What follows belongs to an exercise in optimizing a design on an open flow for small area and a short achievable clock period; a production flow would make more cautious choices. At most, simulation tests tie the RTL to the original design; equivalence was not proved. No functional check of the RTL was part of runs 5 and 6. Power and IR drop assume default switching activity.

==> design.v <==
module fpu_ss_multi_scoreboard #(
    parameter int NB_CORES     = 2,
    parameter int NUM_REGS     = 32,
    parameter int CNT_W        = 2,
    parameter int MAX_INFLIGHT = 8,
    parameter int IN_ORDER_WB  = 1,
    localparam int CORE_W      = (NB_CORES > 1) ? $clog2(NB_CORES) : 1,
    localparam int REG_W       = $clog2(NUM_REGS),
    localparam int INF_W       = $clog2(MAX_INFLIGHT + 1)
) (
    input  logic                clk_i,
    input  logic                rst_ni,
    input  logic                disp_valid_i,
    output logic                disp_ready_o,
    input  logic [CORE_W-1:0]   disp_core_i,
    input  logic [3*REG_W-1:0]  disp_rs_i,
    input  logic [2:0]          disp_rs_use_i,
    input  logic [REG_W-1:0]    disp_rd_i,
    input  logic                disp_rd_fp_i,
    input  logic                fpu_wb_valid_i,
    input  logic [CORE_W-1:0]   fpu_wb_core_i,
    input  logic [REG_W-1:0]    fpu_wb_rd_i,
    input  logic                lsu_wb_valid_i,
    input  logic [CORE_W-1:0]   lsu_wb_core_i,
    input  logic [REG_W-1:0]    lsu_wb_rd_i,
    output logic [5:0]          fwd_sel_o,
    output logic [INF_W-1:0]    inflight_o,
    output logic                err_o
);
    localparam int NS    = MAX_INFLIGHT;
    localparam int TAG_W = CORE_W + REG_W;
    logic [TAG_W-1:0] tag_q [NS];
    logic [CNT_W-1:0] cnt_q [NS];
    logic [INF_W-1:0] inflight_q;
    logic             err_q;
    logic [NS-1:0]    live, one, full, core_m, rd_m, fpu_m, lsu_m;
    logic [2:0]       rs_fh, rs_lh, rs_nz, rs_one;
    logic [NS-1:0]    alloc, inc_s, fpu_s, lsu_s;
    logic [NS-1:0]    rs_m [3];
    logic [2:0]       raw_haz;
    logic [5:0]       fwd_sel;
    logic             hazard, inc, rd_hit, rd_full;
    logic             fpu_ok, lsu_ok, err_set;
    always_comb begin
        for (int s = 0; s < NS; s++) begin
            live[s]   = (cnt_q[s] != '0);
            one[s]    = (cnt_q[s] == CNT_W'(1));
            full[s]   = (cnt_q[s] == '1);
            core_m[s] = live[s] && (tag_q[s][REG_W +: CORE_W] == disp_core_i);
            rd_m[s]   = core_m[s] && (tag_q[s][REG_W-1:0] == disp_rd_i);
            fpu_m[s]  = fpu_wb_valid_i && live[s] && (tag_q[s] == {fpu_wb_core_i, fpu_wb_rd_i});
            lsu_m[s]  = lsu_wb_valid_i && live[s] && (tag_q[s] == {lsu_wb_core_i, lsu_wb_rd_i});
            for (int i = 0; i < 3; i++)
                rs_m[i][s] = core_m[s] && (tag_q[s][REG_W-1:0] == disp_rs_i[i*REG_W +: REG_W]);
        end
        for (int i = 0; i < 3; i++) begin
            rs_fh[i] = fpu_wb_valid_i && (fpu_wb_core_i == disp_core_i)
                    && (fpu_wb_rd_i == disp_rs_i[i*REG_W +: REG_W]);
            rs_lh[i] = lsu_wb_valid_i && (lsu_wb_core_i == disp_core_i)
                    && (lsu_wb_rd_i == disp_rs_i[i*REG_W +: REG_W]);
            rs_nz[i] = disp_rs_use_i[i] && (|rs_m[i]);
            rs_one[i] = |(rs_m[i] & one);
            raw_haz[i]       = rs_nz[i] && !(rs_one[i] && (rs_fh[i] ^ rs_lh[i]));
            fwd_sel[2*i]     = rs_nz[i] && rs_one[i] && rs_fh[i] && !rs_lh[i];
            fwd_sel[2*i + 1] = rs_nz[i] && rs_one[i] && rs_lh[i] && !rs_fh[i];
        end
    end
    always_comb begin
        rd_full  = |(rd_m & full);
        hazard   = (|raw_haz) || (disp_rd_fp_i && (rd_full || inflight_q[INF_W-1]));
        inc      = disp_valid_i && !hazard && disp_rd_fp_i;
        rd_hit   = |rd_m;
        fpu_ok    = |fpu_m;
        lsu_ok    = |(lsu_m & ~(fpu_m & one));
        err_set   = (fpu_wb_valid_i && !fpu_ok) || (lsu_wb_valid_i && !lsu_ok);
        for (int s = 0; s < NS; s++) begin
            alloc[s] = !live[s];
            for (int t = 0; t < s; t++)
                if (!live[t]) alloc[s] = 1'b0;
        end
        inc_s = {NS{inc}} & (rd_hit ? rd_m : alloc);
        fpu_s = fpu_m;
        lsu_s = {NS{lsu_ok}} & lsu_m;
    end
    assign disp_ready_o = !hazard;
    assign fwd_sel_o    = fwd_sel;
    assign inflight_o   = inflight_q;
    assign err_o        = err_q;
    always_ff @(posedge clk_i) begin
        for (int s = 0; s < NS; s++)
            if (!live[s])
                tag_q[s] <= {disp_core_i, disp_rd_i};
    end
    always_ff @(posedge clk_i or negedge rst_ni) begin
        if (!rst_ni) begin
            for (int s = 0; s < NS; s++)
                cnt_q[s] <= '0;
            inflight_q <= '0;
            err_q      <= 1'b0;
        end else begin
            for (int s = 0; s < NS; s++)
                cnt_q[s] <= cnt_q[s] + CNT_W'(inc_s[s]) - CNT_W'(fpu_s[s]) - CNT_W'(lsu_s[s]);
            inflight_q <= inflight_q + INF_W'(inc) - INF_W'(fpu_ok) - INF_W'(lsu_ok);
            if (err_set)
                err_q <= 1'b1;
        end
    end
endmodule
==> flow/run.sh <==
#!/bin/bash
# The standard layout (standard.sh, ORFS synthesis to final), with the port
# buffers made as buf_4 cells instead of the resizer's default pick, a slow
# delay cell that the timing repair leaves in place on the port paths.
# The whole ORFS run's output goes to orfs_finish.log; ORFS also keeps each
# step's log under orfs/logs/.
set -euo pipefail
bash standard.sh "BUFFER_PORTS_ARGS=-buffer_cell sky130_fd_sc_hd__buf_4" finish > orfs_finish.log 2>&1
==> standard.sh <==
#!/bin/bash
# synth_recipe.tcl (not shown) runs the flow's synth.tcl, then flattens the netlist and writes it again
# the make line also repeats each setting of config.mk as NAME=value (left out here)
make -C /OpenROAD-flow-scripts/flow DESIGN_CONFIG=/design/flow/config.mk WORK_HOME=/design/flow/orfs CLKGATE_MAP_FILE= SYNTH_SCRIPT=/design/flow/synth_recipe.tcl "${@:-finish}"
==> config.mk <==
export PLATFORM = sky130hd
export DESIGN_NAME = fpu_ss_multi_scoreboard
export DESIGN_NICKNAME = fpu_ss_multi_scoreboard
export VERILOG_FILES = /design/flow/design.v
export SDC_FILE = /design/flow/constraint.sdc
export NUM_CORES = 4
export LEC_CHECK = 0
export CAP_MARGIN = 20
export CORE_MARGIN = 2
export CORE_UTILIZATION = 60
export CTS_BUF_LIST = sky130_fd_sc_hd__clkbuf_8
export PLACE_DENSITY = 0.75
export SETUP_SLACK_MARGIN = 3.9
export SLEW_MARGIN = 20
==> constraint.sdc <==
create_clock -name core_clock -period 10.0 [get_ports {clk_i}]
set_input_delay 2.0000 -clock core_clock [delete_from_list [all_inputs] [get_ports {clk_i}]]
set_output_delay 2.0000 -clock core_clock [all_outputs]
set_load 0.01 [all_outputs]
==> results.sh, run 1 <==
export IMPL_status="no timing/DRC/antenna violations"
export IMPL_cts_sinks=69
export IMPL_grt_max_degree=22
export IMPL_period_share=0.602
export IMPL_clkLatencyLatePin_ns=0.36
export IMPL_diodes=0
export IMPL_htreeDepth=3
export IMPL_p_switching_uw=795
export IMPL_synth_edff_count=48
export IMPL_clock_power_share=0.135
export IMPL_rsz0062_at_grt="no"
export IMPL_cts_hold_buf=0
export IMPL_async_flop_share=0.304
export IMPL_setup_tns_ns=0
export IMPL_syn_avg_cell_area_sq_um=9.20
export IMPL_arrival_ns=4.02
export IMPL_relSlewSlack=0.358
export IMPL_slew_viol_final=0
export IMPL_r2r_slack_ns=5.62
export IMPL_via_per_inst=6.53
export IMPL_antenna_found_initial=0
export IMPL_dp_hpwl_mm=16.8
export IMPL_cp_endpoint="disp_ready_o"
export IMPL_fp_dieH_um=114
export IMPL_io_pins=54
export IMPL_place_congestion=0.996
export IMPL_ant_nets=0
export IMPL_synth_seq_area_share=0.273
export IMPL_dp_slack_ns=3.75
export IMPL_hp_class="flip-flop to flip-flop"
export IMPL_syn_inst=784
export IMPL_drt_iter0_markers=693
export IMPL_root_buffer="clkbuf_8"
export IMPL_dieArea_sq_um=12900
export IMPL_clock_fmax_ghz=0.166
export IMPL_synth_seq_cells=69
export IMPL_wl_per_cell_um=24.9
export IMPL_path_max_fanout=10
export IMPL_synth_cell_area_sq_um=7210
export IMPL_hold_depth=1
export IMPL_grtUsageTotal=0.376
export IMPL_p_leak_uw=0.00307
export IMPL_nets=839
export IMPL_maxCapViolCount=0
export IMPL_yosysUniqueCellTypes=53
export IMPL_fin_skew_ns=0.0109
export IMPL_initial_utilization=0.608
export IMPL_die_w_um=114
export IMPL_finalSetupViolations=0
export IMPL_clk_path_buf_depth=2
export IMPL_start_kind="primary input"
export IMPL_cts_made_buffers=9
export IMPL_coreArea_sq_um=11900
export IMPL_routed_wl_mm=23.1
export IMPL_yosysWarnings=4
export IMPL_tightest_slew_ns=0.955
export IMPL_io_buffers=53
export IMPL_syn_num_nets=847
export IMPL_grt_pass1_wl_mm=35.8
export IMPL_drt_pass1_iter_count=5
export IMPL_fin_crit_ns=6.02
export IMPL_rows=40
export IMPL_grt_pass1_vias=6218
export IMPL_drc=0
export IMPL_critPathCaptureType="output port"
export IMPL_hold_violations=0
export IMPL_reg2reg_from="cnt_q[5][0]"
export IMPL_tritoncts="built"
export IMPL_synth_ff_type="edfxtp_1"
export IMPL_internal_power_uw=923
export IMPL_critPathRequiredTime_ns=8.00
export IMPL_rr_endpoint="cnt_q[0][1]"
export IMPL_drive_gt1_frac=0.125
export IMPL_layout_setup_ws_ns=3.98
export IMPL_r2r_cells=12
export IMPL_clkTransAtPathRegs_ns=0.07
export IMPL_combPwrFrac=0.458
export IMPL_vdd_drop_max_mv=0.169
export IMPL_p_sw_frac=0.463
export IMPL_powerDensity_nw_per_um2=222
export IMPL_p_seq_frac=0.407
export IMPL_vias=6061
export IMPL_critPathKind="primary input to output port"
export IMPL_syn_to_final_growth_pct=7.42
export IMPL_overflow=0
export IMPL_crit_start="disp_rs_i[9]"
==> cell usage in the layout, fill, tap and decap left out, drive strengths merged, types with 2 or more instances in the layout <==
cell type  instances
nand4             13
edfxtp            48
clkbuf            11
buf               58
nor4              32
or3                3
nand3b             6
or2                4
ha                11
o31a               4
o31ai              5
a32oi              2
nor3b              4
nand2b             5
o211a              3
nand3             45
o41ai              3
nor3              47
o211ai             2
o21ai             12
a21oi              3
nor2b              2
nand2             24
xnor2             79
fa                10
and4               2
nor2              31
inv               12
dfrtp             21
or4                2
o22ai             14
and2               3
and3              10
clkinv             2
xor2             238
==> area by class of cell <==
| type | instances | area [sq um] |
|---|---|---|
| inverters | 11 | 41.3 |
| fillers | 960 | 4110 |
| well taps | 147 | 184 |
| clock inverters | 5 | 51.3 |
| repair buffers | 58 | 465 |
| flip-flops and latches | 69 | 1970 |
| multi-input cells | 627 | 4890 |
| clock buffers | 11 | 151 |
==> Yosys cell counts, types with 2 or more instances <==
| cell | instances | area, sq um |
|---|---|---|
| xor2_1 | 237 | 2080 |
| xnor2_1 | 79 | 692 |
| buf_2 | 53 | 265 |
| edfxtp_1 | 48 | 1440 |
| nor3_1 | 47 | 235 |
| nand3_1 | 45 | 225 |
| nor2_1 | 29 | 109 |
| nor4_1 | 28 | 175 |
| nand2_1 | 24 | 90.1 |
| dfrtp_1 | 21 | 526 |
| o22ai_1 | 14 | 87.6 |
| nand4_1 | 13 | 81.3 |
| buf_4 | 11 | 82.6 |
| ha_1 | 11 | 138 |
| o21ai_0 | 11 | 55.1 |
| and3_1 | 10 | 62.6 |
| fa_1 | 10 | 200 |
| inv_1 | 10 | 37.5 |
| clkbuf_1 | 9 | 33.8 |
| nand3b_1 | 6 | 45.0 |
| nand2b_1 | 5 | 31.3 |
| o31ai_1 | 5 | 37.5 |
| nor3b_1 | 4 | 30.0 |
| nor4_2 | 4 | 50.1 |
| o31a_1 | 4 | 35.0 |
| or2_2 | 4 | 25.0 |
| a21oi_1 | 3 | 15.0 |
| and2_1 | 3 | 18.8 |
| buf_6 | 3 | 33.8 |
| o211a_1 | 3 | 30.0 |
| or3_1 | 3 | 18.8 |
| a32oi_1 | 2 | 17.5 |
| nor2b_1 | 2 | 12.5 |
| o211ai_1 | 2 | 15.0 |
| o41ai_1 | 2 | 17.5 |
| or4_1 | 2 | 15.0 |
==> through the flow <==
stage | instances | power, uW | util | hold slack, ns | cell area, sq um
2_1_floorplan | 784 | 1240 | - | 0.480 | 7210
3_3_place_gp | 911 | 1410 | 0.624 | 0.497 | 7410
6_report | 928 | 1720 | 0.653 | 0.515 | 7750
4_1_cts | 928 | 1700 | 0.648 | 0.518 | 7680
3_5_place_dp | 911 | 1450 | 0.624 | 0.510 | 7410
5_1_grt | 928 | 1830 | 0.653 | 0.536 | 7750
==> timing repair <==
item,CTS,global route
cloned,0,0
buffers inserted,1,0
pin swaps,0,4
resized for setup,10,12
endpoints found under the setup margin,1,1
==> worst max-delay path, cell delays in order <==
cell,delay [ns]
buf_4,0.22
xnor2_1,0.15
nand3_1,0.16
nor4_4,0.36
xor2_1,0.24
o41ai_1,0.11
a222oi_1,0.35
buf_4,0.20
and2_1,0.12
buf_4,0.11
==> layer usage <==
metal  part of all wire  up-vias  routed length [um]  global-route usage
met5                  0        -                   0                   0
met1               0.40     2932                9170               0.488
li1                   -     2644                   -                   -
met2               0.44      387               10200               0.576
met4              0.062        0                1430               0.233
met3              0.098       98                2270              0.0813
==> state kept, by name, summed over array words and instances, names as in the netlist <==
| register | cells |
|---|---|
| cnt_q | 16 |
| inflight_q | 4 |
| tag_q | 48 |
| err_q | 1 |
==> power groups by stage <==
stage | clock network (uW) | logic (uW) | registers, uW
2_1_floorplan | 0 | 724 | 515
3_3_place_gp | 0 | 730 | 683
3_5_place_dp | 0 | 761 | 694
4_1_cts | 239 | 772 | 688
5_1_grt | 250 | 866 | 712
6_report | 231 | 787 | 699
==> worst min path at each step <==
stage	from	endpoint
6_report	inflight_q[3]	inflight_q[3]
5_1_grt	inflight_q[3]	inflight_q[3]
4_1_cts	inflight_q[3]	inflight_q[3]
3_5_place_dp	inflight_q[3]	inflight_q[3]
3_3_place_gp	inflight_q[3]	inflight_q[3]
2_1_floorplan	cnt_q[2][1]	cnt_q[2][1]
==> kinds of logic after synthesis <==
logic type / synth area share
adder cells (fa/ha/maj): 0.0468
AO/OA/AOI/OAI: 0.0545
buffers and inverters: 0.0638
AND/OR/NAND/NOR: 0.176
XOR/XNOR: 0.386
flip-flops: 0.273
==> run 2, diff against run 1 <==
--- a/config.mk
+++ b/config.mk
@@ -11,2 +11,3 @@
 export CTS_BUF_LIST = sky130_fd_sc_hd__clkbuf_8
+export GPL_ROUTABILITY_DRIVEN = 0
 export PLACE_DENSITY = 0.75
==> results.sh, run 2 <==
export IMPL_vdd_drop_max_mv=0.149
export IMPL_hp_class="flip-flop to flip-flop"
export IMPL_grt_pass1_vias=6205
export IMPL_clk_path_buf_depth=2
export IMPL_fin_crit_ns=6.03
export IMPL_reg2reg_from="cnt_q[5][0]"
export IMPL_dieArea_sq_um=12900
export IMPL_synth_top_cell_by_area="xor2_1"
export IMPL_maxCapViolCount=0
export IMPL_drt_pass1_iter_count=7
export IMPL_synth_seq_cells=69
export IMPL_p_sw_frac=0.467
export IMPL_syn_num_nets=847
export IMPL_synth_ff_type="edfxtp_1"
export IMPL_r2r_slack_ns=5.74
export IMPL_diodes=0
export IMPL_routed_wl_mm=23.1
export IMPL_initial_utilization=0.608
export IMPL_htreeDepth=3
export IMPL_clock_fmax_ghz=0.166
export IMPL_yosysWarnings=4
export IMPL_cp_slowest_cell="nor4_4"
export IMPL_io_pins=54
export IMPL_tritoncts="built"
export IMPL_path_common_cell="buf_4"
export IMPL_layout_setup_ws_ns=3.97
export IMPL_fin_area_sq_um=8060
export IMPL_critPathKind="primary input to output port"
export IMPL_final_common_cell="xor2_1"
export IMPL_slew_viol_final=0
export IMPL_hp_start="err_q"
export IMPL_finalSetupViolations=0
export IMPL_crit_start="lsu_wb_rd_i[4]"
export IMPL_combPwrFrac=0.470
export IMPL_drt_iter0_markers=915
export IMPL_vias=6279
export IMPL_io_buffers=53
export IMPL_coreArea_sq_um=11900
export IMPL_status="no timing/DRC/antenna violations"
export IMPL_clkLatencyLatePin_ns=0.37
export IMPL_synth_edff_count=48
export IMPL_r2r_cells=15
export IMPL_clkTransAtPathRegs_ns=0.08
export IMPL_synth_top_cell_area_share=0.288
export IMPL_cts_hold_buf=0
export IMPL_p_seq_frac=0.401
export IMPL_p_switching_uw=813
export IMPL_period_share=0.603
export IMPL_postPlaceCellArea_sq_um=7400
export IMPL_synthTopCellsByCount="xor2_1, xnor2_1, buf_2, edfxtp_1, nor3_1"
export IMPL_clock_power_share=0.129
export IMPL_internal_power_uw=928
export IMPL_start_kind="primary input"
export IMPL_grtUsageTotal=0.355
export IMPL_cts_made_buffers=9
export IMPL_critPathCaptureType="output port"
export IMPL_ant_nets=0
export IMPL_cp_endpoint="disp_ready_o"
export IMPL_cp_cell_sequence="buf_6, xnor2_2, nand3_2, nor4_4, xor2_1, o31ai_1, a222oi_1, buf_4, and2_4, buf_4"
export IMPL_total_power_uw=1740
export IMPL_syn_avg_cell_area_sq_um=9.20
export IMPL_synthTopCellsByArea="xor2_1, edfxtp_1, xnor2_1"
export IMPL_overflow=0
export IMPL_arrival_ns=4.03
export IMPL_powerDensity_nw_per_um2=216
export IMPL_dp_hpwl_mm=15.7
export IMPL_critPathRequiredTime_ns=8.00
export IMPL_rsz0062_at_grt="no"
export IMPL_syn_inst=784
export IMPL_muxShareOfSynthArea=0
export IMPL_setup_tns_ns=0
export IMPL_synth_cell_area_sq_um=7210
export IMPL_rows=40
export IMPL_largest_reg_flops=48
export IMPL_reg_largest_list="tag_q (48), cnt_q (16), inflight_q (4)"
export IMPL_nets=849
export IMPL_rr_endpoint="cnt_q[6][1]"
export IMPL_fp_dieH_um=114
export IMPL_layout_common_cells="xor2_1, xnor2_1, buf_4"
export IMPL_yosys_area_share_adder=0.0468
export IMPL_yosysUniqueCellTypes=53
export IMPL_relSlewSlack=0.393
export IMPL_drc=0
export IMPL_die_w_um=114
export IMPL_p_leak_uw=0.00320
export IMPL_slowest_delay_ns=0.40
export IMPL_hold_violations=0
export IMPL_root_buffer="clkbuf_8"
export IMPL_synthSimpleGateAreaFrac=0.176
export IMPL_antenna_found_initial=0
export IMPL_wl_per_cell_um=24.6
export IMPL_async_flop_share=0.304
export IMPL_synth_top_family_by_area="XOR/XNOR gates"
export IMPL_via_per_inst=6.69
export IMPL_path_max_fanout=11
export IMPL_synth_compound_area_frac=0.0545
export IMPL_synthXorXnorAreaFrac=0.386
export IMPL_cp_num_cells=10
export IMPL_cts_sinks=69
export IMPL_grt_pass1_wl_mm=34.2
export IMPL_drive_gt1_frac=0.163
export IMPL_syn_to_final_growth_pct=11.7
export IMPL_grt_max_degree=22
export IMPL_synth_seq_area_share=0.273
export IMPL_fin_skew_ns=0.0132
export IMPL_cp_top_family="simple AND/OR/NAND/NOR gates"
export IMPL_critPathBufInv=3
export IMPL_tightest_slew_ns=0.907
export IMPL_top_register="tag_q"
export IMPL_yosysMostFrequentCell="xor2_1"
export IMPL_dp_slack_ns=3.75
export IMPL_fill_cells=889
-- run 2: changes by cell type in the layout (fill, tap and decap cells not counted), sizes merged --
cell      delta
buf          +8
clkinvlp     +1
inv          +1
-- run 2: stage by stage --
step	hold slack (ns)	instances	utilization
floorplan	0.480	784	-
global route	0.533	938	0.679
CTS	0.510	926	0.643
detailed placement	0.488	910	0.624
global placement	0.491	910	0.624
finish	0.507	938	0.679
-- run 2: how the worst min path moves through the flow --
stage	cells past startpoint	slack, ns	end
floorplan	1	0.48	cnt_q[2][1]
global placement	1	0.49	err_q
detailed placement	1	0.49	err_q
CTS	1	0.51	err_q
global route	1	0.53	inflight_q[3]
finish	1	0.51	err_q
-- run 2: cells by family (layout without fill, tap and decap cells) --
| kind of cell | count (synthesis) | in the layout |
|---|---|---|
| buf+inv | 88 | 95 |
| fa+ha+maj | 21 | 21 |
| xor+xnor | 317 | 317 |
| compound gates | 55 | 55 |
| simple gates | 234 | 234 |
| flops | 69 | 69 |
-- run 2: routing by layer --
layer | part of all wire | up-vias | GRT usage
met5 | 0 | - | 0
met4 | 0.069 | 0 | 0.230
met3 | 0.13 | 140 | 0.0930
met2 | 0.43 | 504 | 0.524
met1 | 0.38 | 2976 | 0.462
li1 | - | 2659 | -
-- run 2: final cells by class --
class,instances,area (sq um),area share
Multi-Input combinational cell,627,5050,0.626
Sequential cell,69,1970,0.244
Timing Repair Buffer,68,629,0.0781
Tap cell,147,184,0.0228
Clock buffer,9,124,0.0154
Clock inverter,7,66.3,0.00823
Inverter,11,41.3,0.00512
-- run 2: power groups by stage --
stage	clock, uW	sequential [uW]	combinational, uW
global route	240	709	891
CTS	231	683	755
finish	225	698	817
detailed placement	0	688	748
floorplan	0	515	724
global placement	0	680	713
-- run 2: worst register-to-register path: cells and delay by family, from the launching register on --
kind / cells / cell delay, ns
xor gates and xnor gates: 2 / 0.31
buffers and inverters: 4 / 0.49
DFF: 1 / 0.46
adders and majority gates: 2 / 0.76
and+or+nand+nor: 5 / 1.43
AOI/OAI and AO/OA: 2 / 0.74
-- run 2: repair_timing --
action | in CTS | in global routing
pin swaps | 0 | 15
cloned | 0 | 2
endpoints found under the setup margin | 1 | 1
setup buffers | 0 | 10
gates resized for setup | 6 | 55
==> run 3, diff against run 2 <==
--- a/config.mk
+++ b/config.mk
@@ -9,6 +9,5 @@
 export CORE_MARGIN = 2
-export CORE_UTILIZATION = 60
+export CORE_UTILIZATION = 65
 export CTS_BUF_LIST = sky130_fd_sc_hd__clkbuf_8
-export GPL_ROUTABILITY_DRIVEN = 0
-export PLACE_DENSITY = 0.75
+export PLACE_DENSITY = 0.8
 export SETUP_SLACK_MARGIN = 3.9
==> results.sh, run 3 <==
export IMPL_cp_top_family="simple AND/OR/NAND/NOR gates"
export IMPL_routed_wl_mm=25.6
export IMPL_final_util=0.722
export IMPL_tritoncts="built"
export IMPL_rr_endpoint="cnt_q[6][1]"
export IMPL_status="no timing/DRC/antenna violations"
export IMPL_synth_top_cell_area_share=0.288
export IMPL_rsz0062_at_grt="no"
export IMPL_wl_per_cell_um=27.8
export IMPL_ant_nets=0
export IMPL_hp_start="err_q"
export IMPL_yosysMostFrequentCell="xor2_1"
export IMPL_drc=0
export IMPL_critPathRequiredTime_ns=8.00
export IMPL_maxCapViolCount=0
export IMPL_yosysUniqueCellTypes=53
export IMPL_synth_ff_type="edfxtp_1"
export IMPL_drt_iter0_markers=833
export IMPL_path_max_fanout=10
export IMPL_synth_top_cell_by_area="xor2_1"
export IMPL_nets=840
export IMPL_cts_sinks=69
export IMPL_die_w_um=109
export IMPL_largest_reg_flops=48
export IMPL_synth_seq_cells=69
export IMPL_diodes=0
export IMPL_place_congestion=1.02
export IMPL_setup_tns_ns=0
export IMPL_layout_setup_ws_ns=3.93
export IMPL_vdd_drop_max_mv=0.204
export IMPL_fp_dieH_um=109
export IMPL_clkTransAtPathRegs_ns=0.08
export IMPL_top_register="tag_q"
export IMPL_grt_max_degree=22
export IMPL_p_leak_uw=0.00311
export IMPL_hp_class="flip-flop to flip-flop"
export IMPL_final_common_cell="xor2_1"
export IMPL_cp_slowest_cell="a222oi_1"
export IMPL_slew_viol_final=0
export IMPL_antenna_found_initial=0
export IMPL_clk_path_buf_depth=2
export IMPL_rows=38
export IMPL_root_buffer="clkbuf_8"
export IMPL_grt_pass1_wl_mm=36.6
export IMPL_syn_inst=784
export IMPL_dieArea_sq_um=12000
export IMPL_reg2reg_from="cnt_q[5][0]"
export IMPL_period_share=0.607
export IMPL_critPathCaptureType="output port"
export IMPL_met2WireLength_mm=11.2
export IMPL_fin_crit_ns=6.07
export IMPL_dp_slack_ns=3.69
export IMPL_io_pins=54
export IMPL_htreeDepth=3
export IMPL_r2r_cells=12
export IMPL_clock_fmax_ghz=0.165
export IMPL_clkLatencyLatePin_ns=0.37
export IMPL_coreArea_sq_um=10800
export IMPL_fin_skew_ns=0.0113
export IMPL_initial_utilization=0.665
export IMPL_wl_met3_mm=3.38
export IMPL_drive_gt1_frac=0.129
export IMPL_hold_depth=1
export IMPL_synthTopCellsByArea="xor2_1, edfxtp_1, xnor2_1"
export IMPL_via_per_inst=6.89
export IMPL_syn_avg_cell_area_sq_um=9.20
export IMPL_postPlaceCellArea_sq_um=7390
export IMPL_finalSetupViolations=0
export IMPL_layout_common_cells="xor2_1, xnor2_1, edfxtp_1"
export IMPL_synth_cell_area_sq_um=7210
export IMPL_synth_edff_count=48
export IMPL_critPathKind="primary input to output port"
export IMPL_grtUsageTotal=0.428
export IMPL_cts_made_buffers=9
export IMPL_tightest_slew_ns=0.963
export IMPL_syn_to_final_growth_pct=8.45
export IMPL_grt_pass1_vias=6188
export IMPL_route_layer_met1_wl_mm=9.68
export IMPL_overflow=0
export IMPL_fin_area_sq_um=7820
export IMPL_dr_max_layer_used="met4"
export IMPL_start_kind="primary input"
export IMPL_io_buffers=53
export IMPL_dp_hpwl_mm=17.5
export IMPL_cp_cell_sequence="buf_4, xnor2_1, nand3_1, nor4_4, xor2_1, o41ai_1, a222oi_1, buf_4, and2_1, buf_4"
export IMPL_path_common_cell="buf_4"
export IMPL_reg_largest_list="tag_q (48), cnt_q (16), inflight_q (4)"
export IMPL_vias=6353
export IMPL_drt_pass1_iter_count=6
export IMPL_synthTopCellsByCount="xor2_1, xnor2_1, buf_2, edfxtp_1, nor3_1"
export IMPL_yosysWarnings=4
export IMPL_hold_violations=0
export IMPL_holdPathEnd="err_q"
export IMPL_relSlewSlack=0.353
export IMPL_critPathBufInv=3
export IMPL_r2r_slack_ns=5.49
export IMPL_arrival_ns=4.07
export IMPL_async_flop_share=0.304
export IMPL_powerDensity_nw_per_um2=229
export IMPL_slowest_delay_ns=0.43
export IMPL_synth_seq_area_share=0.273
export IMPL_syn_num_nets=847
run 3: cell counts after synthesis:
No cell type changed its count.
run 3: how the worst max path moves through the flow:
stage / depth (start not counted) / to / startpoint / slack (ns)
2_1_floorplan: 9 / disp_ready_o / disp_rs_i[5] / 4.27
3_3_place_gp: 10 / disp_ready_o / disp_core_i[0] / 3.74
3_5_place_dp: 10 / disp_ready_o / disp_core_i[0] / 3.69
4_1_cts: 10 / disp_ready_o / lsu_wb_rd_i[4] / 3.91
5_1_grt: 10 / disp_ready_o / fpu_wb_rd_i[4] / 3.88
6_report: 10 / disp_ready_o / disp_rs_i[8] / 3.93
run 3: metal layers:
layer | up-vias | global-route usage
li1 | 2650 | -
met1 | 3039 | 0.561
met2 | 538 | 0.651
met3 | 126 | 0.132
met4 | 0 | 0.196
met5 | - | 0
run 3: worst register-to-register path: stages (launching register included):
cell	delay [ns]
dfrtp_1	0.46
nor2_1	0.76
nor2_1	0.28
nand4_1	0.31
o21ba_2	0.20
o2111ai_1	0.14
nor3_1	0.82
nand3_1	0.27
fa_1	0.57
inv_1	0.05
ha_1	0.19
xnor2_1	0.22
xnor2_1	0.17
run 3: cells by family after synthesis:
group           count (synthesis)  synth area share
xor+xnor                      317             0.386
flops                          69             0.273
compound gates                 55            0.0545
buf+inv                        88            0.0638
fa+ha+maj                      21            0.0468
simple gates                  234             0.176
run 3: cell type report:
cell class	instances	area [sq um]
timing repair buffer	59	512
clock buffer	9	124
inverter	11	41.3
tap	140	175
fill	769	3020
sequential	69	1970
clock inverter	7	90.1
multi-input combinational	627	4910
run 3: per-stage QoR:
| stage | cells | power (uW) | hold WS [ns] |
|---|---|---|---|
| final | 922 | 1800 | 0.509 |
| after global routing | 922 | 1870 | 0.540 |
| after CTS | 920 | 1730 | 0.507 |
| after detailed placement | 903 | 1460 | 0.488 |
| after global placement | 903 | 1420 | 0.472 |
| after floorplan | 784 | 1240 | 0.480 |
run 3: report_power, final:
part,switching [uW],total (uW),internal (uW)
sequential,259,710,451
combinational,475,824,349
clock,122,261,139
run 3: what timing repair did:
item,in CTS,in global routing
hold buffers,0,0
pin swaps,2,7
setup endpoints to repair,1,1
resized for setup,13,23
setup buffers,1,2
==> run 4, diff against run 3 <==
--- a/config.mk
+++ b/config.mk
@@ -9,5 +9,5 @@
 export CORE_MARGIN = 2
-export CORE_UTILIZATION = 65
+export CORE_UTILIZATION = 55
 export CTS_BUF_LIST = sky130_fd_sc_hd__clkbuf_8
-export PLACE_DENSITY = 0.8
+export PLACE_DENSITY = 0.7
 export SETUP_SLACK_MARGIN = 3.9
==> results.sh, run 4 <==
export IMPL_tightest_slew_ns=0.921
export IMPL_syn_to_final_growth_pct=8.86
export IMPL_largest_reg_flops=48
export IMPL_dr_max_layer_used="met4"
export IMPL_initial_utilization=0.567
export IMPL_cp_cell_sequence="buf_12, xor2_1, nor2_1, nand3_1, nand4_1, o31a_1, a222oi_1, buf_4, and2_1, buf_4"
export IMPL_cts_made_buffers=9
export IMPL_fill_cells=1093
export IMPL_grt_max_degree=22
export IMPL_synth_seq_cells=69
export IMPL_place_congestion=1.02
export IMPL_grtUsageTotal=0.336
export IMPL_rr_endpoint="inflight_q[3]"
export IMPL_synthTopCellsByCount="xor2_1, xnor2_1, buf_2, edfxtp_1, nor3_1"
export IMPL_powerDensity_nw_per_um2=224
export IMPL_critPathBufInv=3
export IMPL_hp_start="err_q"
export IMPL_top_register="tag_q"
export IMPL_drc=0
export IMPL_reg_largest_list="tag_q (48), cnt_q (16), inflight_q (4)"
export IMPL_root_buffer="clkbuf_8"
export IMPL_wl_met3_mm=2.39
export IMPL_synth_top_cell_area_share=0.288
export IMPL_critPathKind="primary input to output port"
export IMPL_synth_cell_area_sq_um=7210
export IMPL_holdPathEnd="err_q"
export IMPL_synth_top_cell_by_area="xor2_1"
export IMPL_fp_dieH_um=119
export IMPL_setup_tns_ns=0
export IMPL_slew_viol_final=0
export IMPL_clkTransAtPathRegs_ns=0.08
export IMPL_finalSetupViolations=0
export IMPL_hp_class="flip-flop to flip-flop"
export IMPL_cp_top_family="compound AO/OA/AOI/OAI gates"
export IMPL_io_pins=54
export IMPL_async_flop_share=0.304
export IMPL_path_common_cell="buf_4"
export IMPL_htreeDepth=3
export IMPL_clock_fmax_ghz=0.166
export IMPL_syn_inst=784
export IMPL_r2r_slack_ns=5.78
export IMPL_antenna_found_initial=0
export IMPL_critPathRequiredTime_ns=8.00
export IMPL_hold_violations=0
export IMPL_synth_ff_type="edfxtp_1"
export IMPL_cts_sinks=69
export IMPL_period_share=0.602
export IMPL_cp_slowest_cell="a222oi_1"
export IMPL_path_max_fanout=18
export IMPL_hold_depth=1
export IMPL_die_w_um=119
export IMPL_routed_wl_mm=23.2
export IMPL_overflow=0
export IMPL_slowest_delay_ns=0.39
export IMPL_route_layer_met1_wl_mm=9.29
export IMPL_vias=6130
export IMPL_wl_per_cell_um=24.3
export IMPL_rows=41
export IMPL_io_buffers=53
export IMPL_tritoncts="built"
export IMPL_dieArea_sq_um=14000
export IMPL_rsz0062_at_grt="no"
export IMPL_clk_path_buf_depth=2
export IMPL_yosysUniqueCellTypes=53
export IMPL_start_kind="primary input"
export IMPL_maxCapViolCount=0
export IMPL_reg2reg_from="tag_q[4][3]"
export IMPL_met2WireLength_mm=10.4
export IMPL_yosysWarnings=4
export IMPL_diodes=0
export IMPL_fin_skew_ns=0.0104
export IMPL_yosysMostFrequentCell="xor2_1"
export IMPL_nets=841
export IMPL_arrival_ns=4.02
export IMPL_relSlewSlack=0.382
export IMPL_vdd_drop_max_mv=0.129
export IMPL_syn_num_nets=847
export IMPL_total_power_uw=1760
export IMPL_final_common_cell="xor2_1"
export IMPL_drt_iter0_markers=651
export IMPL_status="no timing/DRC/antenna violations"
export IMPL_r2r_cells=13
export IMPL_via_per_inst=6.42
export IMPL_drt_pass1_iter_count=5
export IMPL_synth_seq_area_share=0.273
export IMPL_synthTopCellsByArea="xor2_1, edfxtp_1, xnor2_1"
export IMPL_dp_hpwl_mm=16.3
export IMPL_coreArea_sq_um=12700
export IMPL_grt_pass1_wl_mm=35.4
export IMPL_clkLatencyLatePin_ns=0.38
export IMPL_critPathCaptureType="output port"
export IMPL_layout_common_cells="xor2_1, xnor2_1, buf_4"
export IMPL_ant_nets=0
export IMPL_drive_gt1_frac=0.126
export IMPL_synth_edff_count=48
export IMPL_grt_pass1_vias=6166
export IMPL_fin_crit_ns=6.02
export IMPL_p_leak_uw=0.00310
export IMPL_syn_avg_cell_area_sq_um=9.20
## run 4: what timing repair did
| action | CTS | global route |
|---|---|---|
| pin swaps | 0 | 6 |
| hold buffers | 0 | 0 |
| buffers inserted | 0 | 2 |
| endpoints found under the hold margin | 0 | 0 |
| resized for setup | 13 | 14 |
| setup endpoints to repair | 1 | 1 |
## run 4: stage by stage
step / area, sq um / util / std cells / hold WS (ns) / setup WS (ns)
floorplan: 7210 / - / 784 / 0.480 / 4.27
global route: 7850 / 0.617 / 955 / 0.562 / 3.88
finish: 7850 / 0.617 / 955 / 0.510 / 3.98
detailed placement: 7440 / 0.585 / 937 / 0.490 / 3.75
CTS: 7770 / 0.611 / 953 / 0.508 / 3.94
global placement: 7440 / 0.585 / 937 / 0.488 / 3.88
## run 4: kinds of logic after synthesis
kind of cell | Yosys count | share of synthesized area
adder cells (fa/ha/maj) | 21 | 0.0468
AO/OA/AOI/OAI | 55 | 0.0545
XOR/XNOR | 317 | 0.386
AND/OR/NAND/NOR | 234 | 0.176
buffers and inverters | 88 | 0.0638
flip-flops | 69 | 0.273
## run 4: worst max-delay path by stage
| stage | depth (start not counted) | from | to |
|---|---|---|---|
| after floorplan | 9 | disp_rs_i[5] | disp_ready_o |
| after global placement | 10 | disp_core_i[0] | disp_ready_o |
| after detailed placement | 10 | disp_core_i[0] | disp_ready_o |
| after CTS | 10 | fpu_wb_core_i[0] | disp_ready_o |
| after global routing | 10 | lsu_wb_core_i[0] | disp_ready_o |
| final | 10 | disp_core_i[0] | disp_ready_o |
## run 4: final cells by class
| cell class | count | area [sq um] | area share |
|---|---|---|---|
| Inverter | 11 | 41.3 | 0.00526 |
| Tap cell | 172 | 215 | 0.0274 |
| Timing Repair Buffer | 60 | 497 | 0.0633 |
| Multi-Input combinational cell | 627 | 4900 | 0.624 |
| Clock inverter | 5 | 82.6 | 0.0105 |
| Clock buffer | 11 | 151 | 0.0193 |
| Sequential cell | 69 | 1970 | 0.250 |
## run 4: metal layers
| metal | vias to the layer above | GRT usage |
|---|---|---|
| li1 | 2649 | - |
| met1 | 2948 | 0.445 |
| met2 | 425 | 0.507 |
| met3 | 108 | 0.0753 |
| met4 | 0 | 0.189 |
| met5 | - | 0 |
## run 4: power breakdown
| part | total, uW | internal (uW) | switching, uW |
|---|---|---|---|
| clock | 271 | 154 | 117 |
| sequential | 694 | 450 | 244 |
| combinational | 792 | 351 | 441 |
| total | 1760 | 956 | 802 |
==> run 5, diff against run 4 <==
--- a/design.v
+++ b/design.v
@@ -36,3 +36,3 @@
     logic [NS-1:0]    live, one, full, core_m, rd_m, fpu_m, lsu_m;
-    logic [2:0]       rs_fh, rs_lh, rs_nz, rs_one;
+    logic [2:0]       rs_fh, rs_lh, rs_nz, rs_multi;
     logic [NS-1:0]    alloc, inc_s, fpu_s, lsu_s;
@@ -41,4 +41,4 @@
     logic [5:0]       fwd_sel;
-    logic             hazard, inc, rd_hit, rd_full;
-    logic             fpu_ok, lsu_ok, err_set;
+    logic             hazard, inc, rd_hit, rd_full, fpu_hit, fpu_multi, lsu_hit;
+    logic             same_tgt, fpu_ok, lsu_ok, err_set;
     always_comb begin
@@ -60,7 +60,7 @@
                     && (lsu_wb_rd_i == disp_rs_i[i*REG_W +: REG_W]);
-            rs_nz[i] = disp_rs_use_i[i] && (|rs_m[i]);
-            rs_one[i] = |(rs_m[i] & one);
-            raw_haz[i]       = rs_nz[i] && !(rs_one[i] && (rs_fh[i] ^ rs_lh[i]));
-            fwd_sel[2*i]     = rs_nz[i] && rs_one[i] && rs_fh[i] && !rs_lh[i];
-            fwd_sel[2*i + 1] = rs_nz[i] && rs_one[i] && rs_lh[i] && !rs_fh[i];
+            rs_nz[i]    = |rs_m[i];
+            rs_multi[i] = |(rs_m[i] & ~one);
+            raw_haz[i]       = disp_rs_use_i[i] && (rs_multi[i] || rs_nz[i] && (rs_fh[i] == rs_lh[i]));
+            fwd_sel[2*i]     = disp_rs_use_i[i] && rs_nz[i] && !rs_multi[i] && rs_fh[i] && !rs_lh[i];
+            fwd_sel[2*i + 1] = disp_rs_use_i[i] && rs_nz[i] && !rs_multi[i] && rs_lh[i] && !rs_fh[i];
         end
@@ -72,4 +72,9 @@
         rd_hit   = |rd_m;
-        fpu_ok    = |fpu_m;
-        lsu_ok    = |(lsu_m & ~(fpu_m & one));
+        fpu_hit   = |fpu_m;
+        fpu_multi = |(fpu_m & ~one);
+        lsu_hit   = |lsu_m;
+        same_tgt  = fpu_wb_valid_i && lsu_wb_valid_i
+                 && (fpu_wb_core_i == lsu_wb_core_i) && (fpu_wb_rd_i == lsu_wb_rd_i);
+        fpu_ok    = fpu_hit;
+        lsu_ok    = same_tgt ? fpu_multi : lsu_hit;
         err_set   = (fpu_wb_valid_i && !fpu_ok) || (lsu_wb_valid_i && !lsu_ok);
==> flow/run.sh (replaced) <==
#!/bin/bash
# The standard layout, with the port buffers made as buf_4 cells instead of the
# resizer's default pick, so the ports do not start out behind slow delay cells.
set -euo pipefail
bash standard.sh "BUFFER_PORTS_ARGS=-buffer_cell sky130_fd_sc_hd__buf_4" ${EXTRA_VARS:-} finish > orfs_finish.log 2>&1
--- a/config.mk
+++ b/config.mk
@@ -9,6 +9,6 @@
 export CORE_MARGIN = 2
-export CORE_UTILIZATION = 55
+export CORE_UTILIZATION = 60
 export CTS_BUF_LIST = sky130_fd_sc_hd__clkbuf_8
-export PLACE_DENSITY = 0.7
-export SETUP_SLACK_MARGIN = 3.9
+export PLACE_DENSITY = 0.75
+export SETUP_SLACK_MARGIN = 3.75
 export SLEW_MARGIN = 20
==> results.sh, run 5 <==
export IMPL_final_common_cell="xnor2_1"
export IMPL_grt_max_degree=22
export IMPL_cts_hold_buf=0
export IMPL_hp_class="flip-flop to flip-flop"
export IMPL_drc=0
export IMPL_reg2reg_from="tag_q[0][2]"
export IMPL_p_switching_uw=845
export IMPL_grt_pass1_wl_mm=39.3
export IMPL_internal_power_uw=963
export IMPL_via_per_inst=6.63
export IMPL_fill_cells=1013
export IMPL_syn_avg_cell_area_sq_um=9.04
export IMPL_largest_reg_flops=48
export IMPL_slew_viol_final=0
export IMPL_nets=865
export IMPL_die_w_um=115
export IMPL_arrival_ns=4.22
export IMPL_top_register="tag_q"
export IMPL_p_seq_frac=0.398
export IMPL_muxShareOfSynthArea=0
export IMPL_grtUsageTotal=0.413
export IMPL_finalSetupViolations=0
export IMPL_cts_sinks=69
export IMPL_synth_seq_area_share=0.267
export IMPL_hold_violations=0
export IMPL_clock_fmax_ghz=0.161
export IMPL_reg_largest_list="tag_q (48), cnt_q (16), inflight_q (4)"
export IMPL_fp_dieH_um=115
export IMPL_fin_crit_ns=6.22
export IMPL_layout_common_cells="xnor2_1, xor2_1, nor3_1, buf_4"
export IMPL_wl_per_cell_um=27.5
export IMPL_postPlaceCellArea_sq_um=7520
export IMPL_cts_made_buffers=9
export IMPL_place_congestion=1.01
export IMPL_yosysMostFrequentCell="xnor2_1"
export IMPL_clk_path_buf_depth=2
export IMPL_synth_seq_cells=69
export IMPL_rsz0062_at_grt="yes"
export IMPL_syn_inst=816
export IMPL_root_buffer="clkbuf_8"
export IMPL_syn_num_nets=879
export IMPL_fin_skew_ns=0.00922
export IMPL_synth_top_cell_area_share=0.245
export IMPL_critPathCaptureType="output port"
export IMPL_fin_area_sq_um=7810
export IMPL_coreArea_sq_um=12000
export IMPL_rr_endpoint="cnt_q[7][1]"
export IMPL_yosysUniqueCellTypes=54
export IMPL_yosysWarnings=4
export IMPL_diodes=0
export IMPL_initial_utilization=0.614
export IMPL_r2r_slack_ns=5.70
export IMPL_vdd_drop_max_mv=0.217
export IMPL_status="no timing/DRC/antenna violations"
export IMPL_p_leak_uw=0.00283
export IMPL_setup_tns_ns=0
export IMPL_maxCapViolCount=0
export IMPL_powerDensity_nw_per_um2=231
export IMPL_synthTopCellsByArea="xnor2_1, edfxtp_1, xor2_1"
export IMPL_rows=40
export IMPL_io_buffers=53
export IMPL_relSlewSlack=0.339
export IMPL_tritoncts="built"
export IMPL_grt_pass1_vias=6482
export IMPL_critPathRequiredTime_ns=8.00
export IMPL_syn_to_final_growth_pct=5.90
export IMPL_synth_top_family_by_area="XOR/XNOR gates"
export IMPL_path_max_fanout=10
export IMPL_synth_compound_area_frac=0.0417
export IMPL_io_pins=54
export IMPL_drt_pass1_iter_count=5
export IMPL_dieArea_sq_um=13200
export IMPL_synth_top_cell_by_area="xnor2_1"
export IMPL_clock_power_share=0.151
export IMPL_period_share=0.622
export IMPL_cp_endpoint="fwd_sel_o[0]"
export IMPL_synth_ff_type="edfxtp_1"
export IMPL_clkLatencyLatePin_ns=0.36
export IMPL_yosys_area_share_adder=0.0458
export IMPL_synth_cell_area_sq_um=7380
export IMPL_ant_nets=0
export IMPL_htreeDepth=3
export IMPL_final_util=0.650
export IMPL_synthTopCellsByCount="xnor2_1, xor2_1, buf_2, nor3_1"
export IMPL_clkTransAtPathRegs_ns=0.07
export IMPL_combPwrFrac=0.451
export IMPL_synthXorXnorAreaFrac=0.384
export IMPL_routed_wl_mm=26.2
export IMPL_tightest_slew_ns=0.982
export IMPL_drive_gt1_frac=0.119
export IMPL_p_sw_frac=0.467
export IMPL_r2r_cells=12
export IMPL_post_cts_buffers=0
export IMPL_drt_iter0_markers=980
export IMPL_critPathKind="primary input to output port"
export IMPL_vias=6323
export IMPL_antenna_found_initial=0
export IMPL_synthSimpleGateAreaFrac=0.190
export IMPL_async_flop_share=0.304
export IMPL_synth_edff_count=48
export IMPL_start_kind="primary input"
export IMPL_crit_start="disp_rs_i[1]"
export IMPL_dp_hpwl_mm=19.7
export IMPL_overflow=0
[run 5: cell count changes in the layout (fill, tap and decap cells not counted), moves of 6 or more]
| cell | change |
|---|---|
| nand3b_1 | -6 |
| nor4_1 | +10 |
| o21ai_0 | -9 |
| inv_1 | +13 |
| and3_1 | -8 |
| buf_6 | -8 |
| o22ai_1 | -12 |
| nor3_1 | +6 |
| xnor2_1 | +129 |
| nor4_4 | -6 |
| xor2_1 | -123 |
| nor2_1 | -11 |
| nand2_1 | +25 |
[run 5: cells by family (layout without fill, tap and decap cells)]
group	Yosys count	count (layout)
xor gates and xnor gates	322	322
and+or+nand+nor	265	265
buffers and inverters	101	92
DFF	69	69
AOI/OAI and AO/OA	38	38
adders and majority gates	21	21
[run 5: power groups by stage]
stage	Sequential, uW	Clock (uW)	Combinational, uW
floorplan	492	0	749
global placement	700	0	768
detailed placement	705	0	796
CTS	700	277	802
global route	718	286	887
finish	719	273	815
[run 5: how the worst min path moves through the flow]
stage	startpoint	to	slack, ns	cells past startpoint
floorplan	cnt_q[2][1]	cnt_q[2][1]	0.49	1
global placement	err_q	err_q	0.48	2
detailed placement	err_q	err_q	0.48	2
CTS	err_q	err_q	0.50	2
global route	err_q	err_q	0.54	2
finish	err_q	err_q	0.50	2
[run 5: per-stage QoR]
step | worst slack, ns | hold WS, ns | std cells | total power [uW]
after floorplan | 4.00 | 0.491 | 816 | 1240
after global placement | 3.73 | 0.484 | 938 | 1470
after CTS | 3.76 | 0.504 | 954 | 1780
final | 3.78 | 0.502 | 954 | 1810
after global routing | 3.73 | 0.544 | 954 | 1890
after detailed placement | 3.68 | 0.485 | 938 | 1500
[run 5: per-layer routing]
metal	up-vias	GRT usage	share of wire
met2	445	0.657	0.46
met3	142	0.0880	0.11
met1	3010	0.508	0.36
li1	2726	-	-
met4	0	0.273	0.078
met5	-	0	0
[run 5: final cells by class]
class	instances	area (sq um)	share of cell area
clock inverter	7	115	0.0147
multi-input combinational	646	4930	0.631
sequential	69	1970	0.252
timing repair buffer	54	409	0.0524
inverter	22	82.6	0.0106
tap	147	184	0.0235
clock buffer	9	124	0.0159
[run 5: repair_timing]
item / CTS / global route
pin swaps: 0 / 1
gates resized for setup: 3 / 8
setup endpoints to repair: 1 / 3
cloned: 0 / 0
[run 5: worst max-delay path: stages]
cell and delay, ns:
buf_4 0.17, xnor2_1 0.16, nand3_1 0.17, nor3_1 0.10, or4_4 0.51, or3_1 0.37, or3b_4 0.41, nor3b_2 0.19
buf_4 0.14
==> run 6, diff against run 5 <==
--- a/design.v
+++ b/design.v
@@ -36,3 +36,3 @@
     logic [NS-1:0]    live, one, full, core_m, rd_m, fpu_m, lsu_m;
-    logic [2:0]       rs_fh, rs_lh, rs_nz, rs_multi;
+    logic [2:0]       rs_fh, rs_lh, rs_one;
     logic [NS-1:0]    alloc, inc_s, fpu_s, lsu_s;
@@ -60,7 +60,6 @@
                     && (lsu_wb_rd_i == disp_rs_i[i*REG_W +: REG_W]);
-            rs_nz[i]    = |rs_m[i];
-            rs_multi[i] = |(rs_m[i] & ~one);
-            raw_haz[i]       = disp_rs_use_i[i] && (rs_multi[i] || rs_nz[i] && (rs_fh[i] == rs_lh[i]));
-            fwd_sel[2*i]     = disp_rs_use_i[i] && rs_nz[i] && !rs_multi[i] && rs_fh[i] && !rs_lh[i];
-            fwd_sel[2*i + 1] = disp_rs_use_i[i] && rs_nz[i] && !rs_multi[i] && rs_lh[i] && !rs_fh[i];
+            rs_one[i] = |(rs_m[i] & one);
+            raw_haz[i]       = disp_rs_use_i[i] && |(rs_m[i] & ~(one & {NS{rs_fh[i] ^ rs_lh[i]}}));
+            fwd_sel[2*i]     = disp_rs_use_i[i] && rs_one[i] && rs_fh[i] && !rs_lh[i];
+            fwd_sel[2*i + 1] = disp_rs_use_i[i] && rs_one[i] && rs_lh[i] && !rs_fh[i];
         end
==> results.sh, run 6 <==
export IMPL_status="no timing/DRC/antenna violations"
export IMPL_start_kind="primary input"
export IMPL_async_flop_share=0.304
export IMPL_hp_class="flip-flop to flip-flop"
export IMPL_hold_violations=0
export IMPL_setup_tns_ns=0
export IMPL_initial_utilization=0.618
export IMPL_syn_avg_cell_area_sq_um=9.03
export IMPL_clkLatencyLatePin_ns=0.36
export IMPL_synth_cell_area_sq_um=7490
export IMPL_path_max_fanout=18
export IMPL_yosysWarnings=4
export IMPL_fin_skew_ns=0.00975
export IMPL_clock_fmax_ghz=0.162
export IMPL_synth_top_cell_area_share=0.206
export IMPL_diodes=0
export IMPL_clk_path_buf_depth=2
export IMPL_arrival_ns=4.19
export IMPL_synth_ff_type="edfxtp_1"
export IMPL_combPwrFrac=0.467
export IMPL_rows=40
export IMPL_top_register="tag_q"
export IMPL_yosysMostFrequentCell="xor2_1"
export IMPL_vdd_drop_max_mv=0.202
export IMPL_cp_top_family="compound AO/OA/AOI/OAI gates"
export IMPL_fin_crit_ns=6.19
export IMPL_postPlaceCellArea_sq_um=7690
export IMPL_fp_dieH_um=116
export IMPL_place_congestion=1.10
export IMPL_finalSetupViolations=0
export IMPL_yosysUniqueCellTypes=61
export IMPL_relSlewSlack=0.384
export IMPL_cp_slowest_cell="o311ai_0"
export IMPL_slowest_delay_ns=0.39
export IMPL_antenna_found_initial=0
export IMPL_synth_seq_area_share=0.263
export IMPL_critPathBufInv=2
export IMPL_p_switching_uw=859
export IMPL_cts_sinks=69
export IMPL_fill_cells=1015
export IMPL_drc=0
export IMPL_grt_max_degree=22
export IMPL_ant_nets=0
export IMPL_multi_input_area_sq_um=5040
export IMPL_cp_cell_sequence="buf_4, xor2_1, nor2_1, nand4_1, o2111ai_1, o311ai_0, o21ai_1, nor4_2, buf_4"
export IMPL_layout_common_cells="xor2_1, xnor2_1, buf_4"
export IMPL_p_seq_frac=0.405
export IMPL_timing_hold_ws_ns=0.499
export IMPL_wl_per_cell_um=26.1
export IMPL_synthTopCellsByCount="xor2_1, xnor2_1, buf_2, edfxtp_1, nand3_1"
export IMPL_period_share=0.619
export IMPL_regArea_sq_um=1970
export IMPL_final_common_cell="xor2_1"
export IMPL_synth_seq_cells=69
export IMPL_reg_largest_list="tag_q (48), cnt_q (16), inflight_q (4)"
export IMPL_drt_pass1_iter_count=8
export IMPL_io_buffers=53
export IMPL_path_common_cell="buf_4"
export IMPL_synth_edff_count=48
export IMPL_die_w_um=116
export IMPL_r2r_cells=13
export IMPL_root_buffer="clkbuf_8"
export IMPL_internal_power_uw=913
export IMPL_critPathRequiredTime_ns=8.00
export IMPL_vias=6576
export IMPL_drive_gt1_frac=0.114
export IMPL_synth_top_cell_by_area="xor2_1"
export IMPL_critPathCaptureType="output port"
export IMPL_tightest_slew_ns=0.920
export IMPL_htreeDepth=3
export IMPL_io_pins=54
export IMPL_coreArea_sq_um=12100
export IMPL_clock_power_share=0.129
export IMPL_via_per_inst=6.63
export IMPL_synthTopCellsByArea="xor2_1, edfxtp_1, xnor2_1"
export IMPL_slew_viol_final=0
export IMPL_dpl_cell_count=975
export IMPL_grt_pass1_wl_mm=38.7
export IMPL_drt_iter0_markers=938
export IMPL_critPathKind="primary input to output port"
export IMPL_nets=882
export IMPL_tritoncts="built"
export IMPL_dp_hpwl_mm=19.7
export IMPL_p_leak_uw=0.00296
export IMPL_hold_depth=1
export IMPL_syn_num_nets=892
export IMPL_rsz0062_at_grt="no"
export IMPL_syn_to_final_growth_pct=5.76
export IMPL_overflow=0
export IMPL_largest_reg_flops=48
export IMPL_p_sw_frac=0.485
export IMPL_grtUsageTotal=0.399
export IMPL_clkTransAtPathRegs_ns=0.07
export IMPL_fin_area_sq_um=7920
export IMPL_routed_wl_mm=25.9
export IMPL_cp_num_cells=9
export IMPL_grt_pass1_vias=6375
export IMPL_powerDensity_nw_per_um2=224
export IMPL_maxCapViolCount=0
export IMPL_syn_inst=829
export IMPL_fin_cells=992
export IMPL_cts_made_buffers=9
export IMPL_dieArea_sq_um=13400
-- run 6: cell types whose count changed in the layout (fill, tap and decap cells not counted), sizes merged, moves of 9 or more --
cell	before	now
nor3	53	39
xnor2	208	145
xor2	114	176
nor4	41	32
nor2	18	27
nor2b	0	9
-- run 6: worst register-to-register path: stages, from the launching register on --
cell       delay (ns)
dfrtp_1          0.45
nor2_1           0.74
nor2_1           0.32
nand4_1          0.35
o2111ai_1        0.16
o311ai_0         0.39
o21ai_1          0.23
nor4b_4          0.61
nand2_1          0.21
fa_1             0.56
inv_1            0.05
ha_1             0.19
xnor2_1          0.19
xnor2_1          0.14
-- run 6: through the flow --
stage	power [uW]	util	setup slack, ns
floorplan	1240	-	4.19
global placement	1480	0.634	3.70
detailed placement	1510	0.635	3.69
CTS	1740	0.652	3.78
global route	1850	0.654	3.77
finish	1770	0.654	3.81
-- run 6: layout make-up --
class / count / area share
Clock buffer: 9 / 0.0156
Tap cell: 168 / 0.0265
Clock inverter: 7 / 0.00932
Timing Repair Buffer: 57 / 0.0537
Multi-Input combinational cell: 661 / 0.636
Inverter: 21 / 0.00995
Sequential cell: 69 / 0.248
-- run 6: per-layer routing --
| layer | part of all wire | global-route usage | vias to the layer above |
|---|---|---|---|
| li1 | - | - | 2795 |
| met1 | 0.37 | 0.527 | 3102 |
| met2 | 0.42 | 0.604 | 543 |
| met3 | 0.13 | 0.0622 | 136 |
| met4 | 0.081 | 0.275 | 0 |
| met5 | 0 | 0 | - |
-- run 6: path summary, 6_finish.rpt --
check	start	to	slack [ns]
max	disp_core_i[0]	disp_ready_o	3.81
max reg2reg	cnt_q[7][1]	cnt_q[6][1]	5.35
min	err_q	err_q	0.50
min in group asynchronous	rst_ni	cnt_q[4][1]	1.51
min reg2reg	err_q	err_q	0.50
max in group asynchronous	rst_ni	cnt_q[6][1]	8.26
-- run 6: cells by family after synthesis --
kind of cell               count (synthesis)  synth area share
and+or+nand+nor                          252             0.180
AOI/OAI and AO/OA                         67            0.0675
buffers and inverters                     99            0.0677
xor gates and xnor gates                 321             0.377
adders and majority gates                 21            0.0451
DFF                                       69             0.263
-- run 6: repair_timing --
action | in CTS | in global routing
gates resized for setup | 1 | 4
setup endpoints to repair | 1 | 1
buffers inserted | 0 | 1
hold buffers | 0 | 0
pin swaps | 0 | 1
-- run 6: power by group through the flow --
| stage | logic [uW] | registers [uW] | clock network, uW |
|---|---|---|---|
| finish | 827 | 717 | 228 |
| global route | 890 | 719 | 243 |
| CTS | 809 | 699 | 232 |
| detailed placement | 804 | 705 | 0 |
| global placement | 781 | 699 | 0 |
| floorplan | 741 | 499 | 0 |

port drivers added, routing unchanged:
How much do the figures lean on ideal ports? The routed layouts below were timed once more, with nothing changed but the port constraints.
Step 1 (the two cells are an assumption about what drives the block):
set clk [get_ports {clk_i}]
set_driving_cell -lib_cell sky130_fd_sc_hd__clkbuf_16 $clk
set_driving_cell -lib_cell sky130_fd_sc_hd__buf_2 [delete_from_list [all_inputs] $clk]
Step 2 moves the port delays by t, midway between the first and last clock arrival at a register: inputs arrive t later, outputs are due t later. That takes back most of the time a late clock gives input paths.
Slacks: ideal ports / drivers / drivers and shift; pairs: ideal ports / drivers.
run	t (ns)	setup slack, ns	hold slack, ns
run 1	0.394	3.979 / 3.954 / 3.954	0.515 / 0.515 / 0.515
run 2	0.405	3.972 / 3.837 / 3.837	0.507 / 0.507 / 0.507
run 3	0.401	3.925 / 3.890 / 3.890	0.509 / 0.509 / 0.509
run 4	0.410	3.976 / 3.915 / 3.915	0.510 / 0.510 / 0.510
run 5	0.389	3.777 / 3.756 / 3.756	0.502 / 0.502 / 0.502
run 6	0.384	3.813 / 3.789 / 3.789	0.499 / 0.499 / 0.499
After both steps setup and hold are still met in every run listed. The setup slack of run 2, which loses most, moves by -0.135 ns with the drivers and by -0.135 ns with both steps.
